What follows belongs to an exercise in optimizing a design on an open flow for small area, a short achievable clock period and few clock cycles per item; a production flow would make more cautious choices. In this exercise RTL edits were held to simulation tests only and were not proved equivalent to the original. Power and IR drop assume default switching activity.

// tile_convert_top
module tile_convert_top
(
    input  logic                   clk,
    input  logic                   rst,
    input  logic                   comp_enb,
    output logic                   busy,
    output logic                   done,
    output logic [16-1:0] mem_addr,
    output logic                   mem_read_enb,
    input  logic [64-1:0]  mem_data_in,
    output logic [16-1:0] res_addr,
    output logic [64-1:0]  res_data_out,
    output logic                   res_write_enb
);
Size: roughly 45 flip-flops, roughly 170 I/O pins, roughly 2700 sq um of cells after synthesis.
Settings: LEC_CHECK=0, CAP_MARGIN=20, CORE_MARGIN=2, CORE_UTILIZATION=40, SETUP_SLACK_MARGIN=4.5, SLEW_MARGIN=20; clock period 8.0 ns.
standard.sh (not shown) runs the stock make flow with config.mk's settings and CLKGATE_MAP_FILE= SYNTH_SCRIPT=/design/flow/synth_recipe.tcl, a recipe that flattens the netlist after the stock synthesis.
==> flow/flow/run.sh <==
#!/bin/bash
# Standard layout with three changes:
#  - synthesis maps the logic with ABC's area script replaced by abc.script,
#    and without the adder extraction (ADDER_MAP_FILE empty); everything else,
#    register names included, is the standard synthesis; the run stops with
#    an error if its registers differ from the standard synthesis's;
#  - the port buffers are made from the smallest buffer cell.
# Each tool's output goes to a log of its own in this folder.
set -euo pipefail
here=$(pwd)
res=$here/orfs/results/$FLOW_PLATFORM/tile_convert_top/base

# The standard synthesis, kept for its registers
bash standard.sh synth > synth_standard.log 2>&1
cp $res/1_2_yosys.v $here/standard_synth.v
rm -rf $here/orfs

# ORFS's scripts with the area ABC script replaced
cp -r $FLOW_HOME/scripts $here/scripts
cp $here/flow/abc.script $here/scripts/abc_area.script
bash standard.sh synth SCRIPTS_DIR=$here/scripts ABC_AREA=1 ADDER_MAP_FILE= > synth.log 2>&1
python3 $here/flow/sameregs.py $here/standard_synth.v $res/1_2_yosys.v > sameregs.log 2>&1

export BUFFER_PORTS_ARGS="-buffer_cell sky130_fd_sc_hd__buf_1"
bash standard.sh finish > standard.log 2>&1
==> flow/flow/abc.script <==
strash
dch -f
amap
==> flow/flow/sameregs.py <==
# sameregs.py A.v B.v: exit 0 when both netlists hold the same flip-flops
# (instance names and cell types), else 1.
import re, sys
def regs(path):
    text = open(path).read()
    return sorted(re.findall(r'^\s*(sky130_fd_sc_hd__(?:df|edf|sdf|dl)\w*)\s+(\\\S+|\w+)\s*\(', text, re.M), key=lambda t: t[1])
a, b = regs(sys.argv[1]), regs(sys.argv[2])
print(f"{len(a)} registers in {sys.argv[1]}, {len(b)} in {sys.argv[2]}")
if a != b:
    for x in sorted(set(a) ^ set(b))[:20]:
        print("differs:", x)
    sys.exit(1)
print("same registers")
Testbench counts at the start, summed over its fixed seeds: cycles 4,224, tiles 64.
Rerun with:
--- a/flow/flow/run.sh
+++ b/flow/flow/run.sh
@@ -1,3 +1,3 @@
 #!/bin/bash
-# Standard layout with three changes:
+# Standard layout with these changes:
 #  - synthesis maps the logic with ABC's area script replaced by abc.script,
@@ -6,3 +6,5 @@
 #    an error if its registers differ from the standard synthesis's;
-#  - the port buffers are made from the smallest buffer cell.
+#  - the port buffers are made from the smallest buffer cell;
+#  - clock tree synthesis inserts no dummy loads and uses clkbuf_4 only;
+#  - one tie cell drives all constant outputs.
 # Each tool's output goes to a log of its own in this folder.
@@ -24,2 +26,4 @@
 export BUFFER_PORTS_ARGS="-buffer_cell sky130_fd_sc_hd__buf_1"
+export CTS_ARGS="-sink_clustering_enable -repair_clock_nets -dont_use_dummy_load -buf_list {sky130_fd_sc_hd__clkbuf_4 sky130_fd_sc_hd__clkbuf_8}"
+export SKIP_REPAIR_TIE_FANOUT=1
 bash standard.sh finish > standard.log 2>&1
==> flow/flow/abc.script (replaced) <==
strash
dch -f
amap
strash
dch -f
amap
CORE_UTILIZATION = 55   (was 40)
SETUP_SLACK_MARGIN = 4.65   (was 4.5)
=> The changed run completed without violations; hold slack is worse by 13 ps; cell area shrinks by about 4.4%; power drops by about 6.5%; combinational power hardly moves; final cell count shrinks by about 9%.

* * *

## run 1
The RTL this note starts from:
==> flow/design.v <==
`timescale 1ns/100ps
package conv_pkg;
    typedef logic signed [7:0] int8_t;
    typedef logic [16-1:0] bf16_t;
    typedef logic [9:0] smag_t;
    typedef logic [4*16-1:0] chunk_t;
    function automatic smag_t step1(input logic [7:0] v);
        logic [6:0] m;
        m = v[7] ? ((v[6:0] == 7'd0) ? 7'h7F : (~v[6:0] + 7'd1)) : v[6:0];
        step1 = {2'b00, v[7], m};
    endfunction
    function automatic smag_t step2(input smag_t t);
        logic z4;
        z4 = (t[6:3] == 4'd0);
        step2 = {1'b0, z4, t[7], z4 ? {t[2:0], 4'd0} : t[6:0]};
    endfunction
    function automatic smag_t step3(input smag_t t);
        logic z2;
        z2 = (t[6:5] == 2'd0);
        step3 = {z2, t[8], t[7], z2 ? {t[4:0], 2'd0} : t[6:0]};
    endfunction
    function automatic smag_t step4(input smag_t t);
        logic z1;
        z1 = !t[6];
        step4 = {t[9], t[8], t[7], z1, z1 ? {t[4:0], 1'b0} : t[5:0]};
    endfunction
    function automatic bf16_t finish(input smag_t t);
        logic z4, z2, z1, s;
        logic [7:0] e;
        z2 = t[9]; z4 = t[8]; s = t[7]; z1 = t[6];
        e[7]   = !(z4 && z2);
        e[6:3] = {4{z4 && z2 && !z1}};
        e[2]   = !(z4 ^ z2) && !(z4 && z2 && z1);
        e[1]   = z2 && !(z4 && z1);
        e[0]   = !z1;
        finish = {s, e, t[5:0], 1'b0};
    endfunction
    function automatic smag_t steps(input smag_t t, input int from, input int to);
        smag_t r;
        r = t;
        if (from < 2 && to >= 2) r = step2(r);
        if (from < 3 && to >= 3) r = step3(r);
        if (from < 4 && to >= 4) r = step4(r);
        steps = r;
    endfunction
endpackage
`timescale 1ns/100ps
module int8_to_smag #(parameter int CUT = 2)
(
    input  conv_pkg::int8_t value,
    output conv_pkg::smag_t smag
);
    assign smag = conv_pkg::steps(conv_pkg::step1(value), 1, CUT);
endmodule
module smag_to_bf16 #(parameter int CUT = 2)
(
    input  conv_pkg::smag_t smag,
    output conv_pkg::bf16_t result
);
    assign result = conv_pkg::finish(conv_pkg::steps(smag, CUT, 4));
endmodule
`timescale 1ns/100ps
module line_assembler
(
    input  logic                  half_sel,
    input  logic [64-1:0] mem_data_in,
    output conv_pkg::smag_t [3:0] smag
);
    logic [64/2-1:0] half;
    assign half = half_sel ? mem_data_in[64-1:64/2]
                           : mem_data_in[64/2-1:0];
    for (genvar i = 0; i < 4; i++) begin : g_lane
        int8_to_smag u_smag (
            .value (half[i*8 +: 8]),
            .smag  (smag[i])
        );
    end
endmodule
`timescale 1ns/100ps
module tile_buffer
(
    input  logic                  clk,
    input  conv_pkg::smag_t [3:0] smag_in,
    output logic [64-1:0] res_data_out
);
    conv_pkg::smag_t [3:0] smag_q;
    always_ff @(posedge clk)
        smag_q <= smag_in;
    for (genvar i = 0; i < 4; i++) begin : g_lane
        smag_to_bf16 u_conv (
            .smag   (smag_q[i]),
            .result (res_data_out[i*16 +: 16])
        );
    end
endmodule
`timescale 1ns/100ps
module tile_word_counter
(
    input  logic       clk,
    input  logic       rd_active,
    output logic [5:0] rd_word,
    output logic [5:0] wr_word,
    output logic       rd_last
);
    logic [6:0] seq;
    logic       fb;
    assign fb = seq[5] ^ seq[4] ^ (seq[4:0] == 5'd0);
    always_ff @(posedge clk) begin
        if (!rd_active)
            seq <= '0;
        else
            seq <= {seq[5:0], fb};
    end
    assign rd_word = seq[5:0];
    assign wr_word = seq[6:1];
    assign rd_last = (seq[5:0] == 6'b100000);
endmodule
`timescale 1ns/100ps
module tile_ctrl_fsm
(
    input  logic     clk,
    input  logic     rst,
    input  logic     comp_enb,
    input  logic     rd_last,
    output logic     rd_active,
    output logic     wr_active,
    output logic     busy,
    output logic     done
);
    always_ff @(posedge clk) begin
        if (rst) begin
            rd_active <= 1'b0;
            wr_active <= 1'b0;
        end else begin
            if (rd_active)
                rd_active <= !rd_last;
            else
                rd_active <= comp_enb && !wr_active;    
            wr_active <= rd_active;
        end
    end
    assign busy = rd_active;
    assign done = wr_active && !rd_active;    
endmodule
`timescale 1ns/100ps
module tile_convert_top
(
    input  logic                   clk,
    input  logic                   rst,
    input  logic                   comp_enb,
    output logic                   busy,
    output logic                   done,
    output logic [16-1:0] mem_addr,
    output logic                   mem_read_enb,
    input  logic [64-1:0]  mem_data_in,
    output logic [16-1:0] res_addr,
    output logic [64-1:0]  res_data_out,
    output logic                   res_write_enb
);
    logic                  rd_active;
    logic                  wr_active;
    logic                  rd_last;
    logic [5:0]            rd_word;
    logic [5:0]            wr_word;
    conv_pkg::smag_t [3:0] smag;
    tile_ctrl_fsm u_fsm (
        .clk       (clk),
        .rst       (rst),
        .comp_enb  (comp_enb),
        .rd_last   (rd_last),
        .rd_active (rd_active),
        .wr_active (wr_active),
        .busy      (busy),
        .done      (done)
    );
    tile_word_counter u_counter (
        .clk       (clk),
        .rd_active (rd_active),
        .rd_word   (rd_word),
        .wr_word   (wr_word),
        .rd_last   (rd_last)
    );
    line_assembler u_assembler (
        .half_sel    (rd_word[0]),
        .mem_data_in (mem_data_in),
        .smag        (smag)
    );
    tile_buffer u_buffer (
        .clk          (clk),
        .smag_in      (smag),
        .res_data_out (res_data_out)
    );
    assign mem_addr      = {11'd0, rd_word[5:1]};
    assign res_addr      = {10'd0, wr_word};
    assign mem_read_enb  = rd_active;
    assign res_write_enb = wr_active;
endmodule
export LEC_CHECK = 0
export CAP_MARGIN = 20
export CORE_MARGIN = 2
export CORE_UTILIZATION = 40
export SLEW_MARGIN = 20
create_clock -name core_clock -period 8.0 [get_ports {clk}]
==> flow/flow/run.sh <==
#!/bin/bash
# Standard layout with three changes:
#  - synthesis maps the logic with ABC's area script replaced by abc.script,
#    and without the adder extraction (ADDER_MAP_FILE empty); everything else,
#    register names included, is the standard synthesis; the run stops with
#    an error if its registers differ from the standard synthesis's;
#  - the port buffers are made from the smallest buffer cell.
# Each tool's output goes to a log of its own in this folder.
set -euo pipefail
here=$(pwd)
res=$here/orfs/results/$FLOW_PLATFORM/tile_convert_top/base

# The standard synthesis, kept for its registers
bash standard.sh synth > synth_standard.log 2>&1
cp $res/1_2_yosys.v $here/standard_synth.v
rm -rf $here/orfs

# ORFS's scripts with the area ABC script replaced
cp -r $FLOW_HOME/scripts $here/scripts
cp $here/flow/abc.script $here/scripts/abc_area.script
bash standard.sh synth SCRIPTS_DIR=$here/scripts ABC_AREA=1 ADDER_MAP_FILE= > synth.log 2>&1
python3 $here/flow/sameregs.py $here/standard_synth.v $res/1_2_yosys.v > sameregs.log 2>&1

export BUFFER_PORTS_ARGS="-buffer_cell sky130_fd_sc_hd__buf_1"
bash standard.sh finish > standard.log 2>&1
==> flow/flow/abc.script <==
strash
dch -f
amap
Scripts as last shown in full above: flow/flow/sameregs.py
Run 1 | status: complete | timing, DRC, antenna: pass
Testbench counts of run 1, summed over its fixed seeds: cycles 4,224, tiles 64.
Input changes introduced in run 2 (baseline for comparison: run 1):
- SETUP_SLACK_MARGIN newly set to 4.65
diff --git a/flow/flow/run.sh b/flow/flow/run.sh
--- a/flow/flow/run.sh
+++ b/flow/flow/run.sh
@@ -2 +2 @@
-# Standard layout with three changes:
+# Standard layout with these changes:
@@ -7 +7,4 @@
-#  - the port buffers are made from the smallest buffer cell.
+#  - the port buffers are made from the smallest buffer cell;
+#  - clock tree synthesis inserts no dummy loads and picks its buffers
+#    from clkbuf_4 and clkbuf_8;
+#  - one tie cell drives all constant outputs.
@@ -24,0 +28,2 @@
+export CTS_ARGS="-sink_clustering_enable -repair_clock_nets -dont_use_dummy_load -buf_list {sky130_fd_sc_hd__clkbuf_4 sky130_fd_sc_hd__clkbuf_8}"
+export SKIP_REPAIR_TIE_FANOUT=1
==> flow/flow/abc.script <==
strash
dch -f
map -a
==> run notes <==
Summary — worst slew slack as a fraction of its limit, run 2 relative to run 1: higher, by 19 points.
Total net switching power: run 2 > run 1
The sequential share of layout area reported for run 2 is smaller than that of run 1 by 2.5 points.
Compared to run 1, run 2 has area share of xor/xnor cells in the synthesized design 2.0 points higher.
Number of nets in the finished design is lower on run 1
Run 1 -> run 2: total design power decreased by a few percent
Comparing run 2 and run 1, the higher post-synthesis share of cell area spent on and, or, nand and nor gates was measured on run 2.
Changes in run 3 relative to run 2:
- SETUP_SLACK_MARGIN changed from 4.65 to 4.5
- CORE_UTILIZATION changed from 40 to 65
diff --git a/flow/flow/run.sh b/flow/flow/run.sh
--- a/flow/flow/run.sh
+++ b/flow/flow/run.sh
@@ -8,2 +8 @@
-#  - clock tree synthesis inserts no dummy loads and picks its buffers
-#    from clkbuf_4 and clkbuf_8;
+#  - clock tree synthesis inserts no dummy loads and uses clkbuf_4 only;
@@ -28 +27 @@
-export CTS_ARGS="-sink_clustering_enable -repair_clock_nets -dont_use_dummy_load -buf_list {sky130_fd_sc_hd__clkbuf_4 sky130_fd_sc_hd__clkbuf_8}"
+export CTS_ARGS="-sink_clustering_enable -repair_clock_nets -dont_use_dummy_load -buf_list sky130_fd_sc_hd__clkbuf_4"
==> flow/flow/abc.script <==
strash
dch -f
amap
[summary]
Global routing met3 resource utilization in run 3 is 2.4 points above run 2. Looking only at met3 wire length, and setting everything else aside, the higher value of run 3 and run 2 goes to run 3. Compared with run 2, run 3 degrades final critical path time including I/O delays and setup. Re antenna violation net count after detailed routing: no difference whatsoever between run 3 and run 2. Changes observed in run 3 relative to run 2: net switching share of the total power went down 0.73 points, total vias in the final route went down about 11%, design area went down about 12%, number of cell instances on the worst register-to-register path went down 4. Diff run 2..run 3 | number of clock buffer instances in the layout | negligible. Run 2 tops out at a higher clock frequency than run 3.
Here is what was changed in the inputs of run 4 compared with run 3.
- swapping 4.5 for 4.7 in SETUP_SLACK_MARGIN
- swapping 65 for 40 in CORE_UTILIZATION
diff --git a/flow/flow/run.sh b/flow/flow/run.sh
--- a/flow/flow/run.sh
+++ b/flow/flow/run.sh
@@ -2 +2 @@
-# Standard layout with these changes:
+# Standard layout with three changes:
@@ -7,3 +7 @@
-#  - the port buffers are made from the smallest buffer cell;
-#  - clock tree synthesis inserts no dummy loads and uses clkbuf_4 only;
-#  - one tie cell drives all constant outputs.
+#  - the port buffers are made from the smallest buffer cell.
@@ -27,2 +25 @@
-export CTS_ARGS="-sink_clustering_enable -repair_clock_nets -dont_use_dummy_load -buf_list sky130_fd_sc_hd__clkbuf_4"
-export SKIP_REPAIR_TIE_FANOUT=1
+export CTS_ARGS="-sink_clustering_enable -repair_clock_nets -dont_use_dummy_load"
[summary]
- Count of plain and timing-repair buffers in the layout: run 4 vs run 3 up 8
- Delta (run 4 minus run 3): overall power consumption went up, die width +26%, clock skew flat, clock transition at the registers of the reported paths lower.
Inputs modified between run 4 and run 5:
- SETUP_SLACK_MARGIN changed from 4.7 to 4.65
- TNS_END_PERCENT newly set to 50
diff --git a/flow/flow/run.sh b/flow/flow/run.sh
--- a/flow/flow/run.sh
+++ b/flow/flow/run.sh
@@ -2 +2 @@
-# Standard layout with three changes:
+# Standard layout with these changes:
@@ -7 +7,4 @@
-#  - the port buffers are made from the smallest buffer cell.
+#  - the port buffers are made from the smallest buffer cell;
+#  - clock tree synthesis inserts no dummy loads and picks its buffers
+#    from clkbuf_4 and clkbuf_8;
+#  - one tie cell drives all constant outputs.
@@ -25 +28,2 @@
-export CTS_ARGS="-sink_clustering_enable -repair_clock_nets -dont_use_dummy_load"
+export CTS_ARGS="-sink_clustering_enable -repair_clock_nets -dont_use_dummy_load -buf_list {sky130_fd_sc_hd__clkbuf_4 sky130_fd_sc_hd__clkbuf_8}"
+export SKIP_REPAIR_TIE_FANOUT=1
==> flow/flow/abc.script <==
strash
dch -f
amap
strash
dch -f
amap
--- outcome ---
Detailed-placement wirelength estimate of run 5 exceeds that of run 4 slightly. Setup slack: run 5 less than run 4. Summary — total routed wire length on the met1 layer, run 5 relative to run 4: lower, by 92 um. Run 5 vs run 4: global-route usage up. Route | run 5 vs run 4 | wire shorter in run 5. Row net switching share of the total power: run 5 higher / run 4 lower. Utilization in run 5 is 1.8 points lower than in run 4. Run 5 consumes less power than run 4 does. Summary: with run 4 as the reference, first-pass GRT wire length in run 5 moved up by a few percent. Compared with run 4, height of the die in run 5 decreased slightly. Cmp run 5 vs run 4: proportion of power drawn by combinational gates lower in run 5.
Here is what was changed in the inputs of run 6 compared with run 5.
- SETUP_SLACK_MARGIN now 5, was 4.65
- TNS_END_PERCENT no longer set, was 50
diff --git a/flow/flow/run.sh b/flow/flow/run.sh
--- a/flow/flow/run.sh
+++ b/flow/flow/run.sh
@@ -2 +2 @@
-# Standard layout with these changes:
+# Standard layout with three changes:
@@ -7,4 +7 @@
-#  - the port buffers are made from the smallest buffer cell;
-#  - clock tree synthesis inserts no dummy loads and picks its buffers
-#    from clkbuf_4 and clkbuf_8;
-#  - one tie cell drives all constant outputs.
+#  - the port buffers are made from the smallest buffer cell.
@@ -28,2 +24,0 @@
-export CTS_ARGS="-sink_clustering_enable -repair_clock_nets -dont_use_dummy_load -buf_list {sky130_fd_sc_hd__clkbuf_4 sky130_fd_sc_hd__clkbuf_8}"
-export SKIP_REPAIR_TIE_FANOUT=1
==> flow/flow/abc.script <==
strash
dch -f
amap
Notes after the runs:
Run 6 finished every stage and its layout cleared the timing, DRC and antenna checks.
Run 6 vs run 5: maximum achievable frequency up by a few percent
From run 5 to run 6 the numbers moved as follows: peak supply drop moved down; growth of design area from synthesis to finish went up; wire length of the first global-routing pass saw an increase; share of total power in combinational logic up 7.4 points; power increased about 26%.
met2 wirelength from detailed routing was lower in the run labelled run 5.
Run 6 vs run 5: total wire length after detailed routing up in run 6
Compare run 5 and run 6 | synthesized instance count higher: run 6
Relative to run 5, run 6 degrades worst hold slack after final layout.
Against run 5, run 6 comes in 6.7 points lower on part of the power in registers.

-- separate check: timing with driven ports --
In the flow no input, the clock included, has a driving cell. The finished layouts below were timed again as built, in two steps.
Step 1 (the two cells are an assumption about what drives the block):
set clk [get_ports {clk}]
set_driving_cell -lib_cell sky130_fd_sc_hd__clkbuf_16 $clk
set_driving_cell -lib_cell sky130_fd_sc_hd__buf_2 [delete_from_list [all_inputs] $clk]
Step 2 also shifts input and output timing later by t, the mid clock arrival at the registers, as if the neighbouring blocks saw the same clock.
a / b / c = ideal / step 1 / step 2; a / b = the first two.
run | t (ns) | setup WS [ns] | hold slack, ns | worst slew at a driven data input, ns | pins driven straight from the clock port
the first run of note 1 | 0.324 | 4.665 / 4.636 / 4.418 | 0.507 / 0.507 / 0.507 | 0.04 | 1
the second run of note 1 | 0.308 | 4.778 / 4.783 / 4.475 | 0.494 / 0.494 / 0.494 | 0.05 | 1
run 1 | 0.324 | 4.055 / 4.055 / 4.055 | 0.507 / 0.507 / 0.507 | 0.04 | 1
run 2 | 0.313 | 4.782 / 4.751 / 4.614 | 0.463 / 0.463 / 0.463 | 0.04 | 1
run 3 | 0.365 | 4.662 / 4.636 / 4.381 | 0.497 / 0.497 / 0.497 | 0.04 | 1
run 4 | 0.311 | 4.807 / 4.778 / 4.585 | 0.492 / 0.492 / 0.492 | 0.05 | 1
run 5 | 0.311 | 4.704 / 4.676 / 4.481 | 0.492 / 0.492 / 0.492 | 0.04 | 1
run 6 | 0.321 | 4.899 / 4.870 / 4.686 | 0.489 / 0.489 / 0.489 | 0.04 | 1
After both steps setup and hold are still met in every run listed. For the second run of note 1, which loses most, drivers alone change the setup slack by +0.005 ns; drivers and shift together by -0.303 ns.
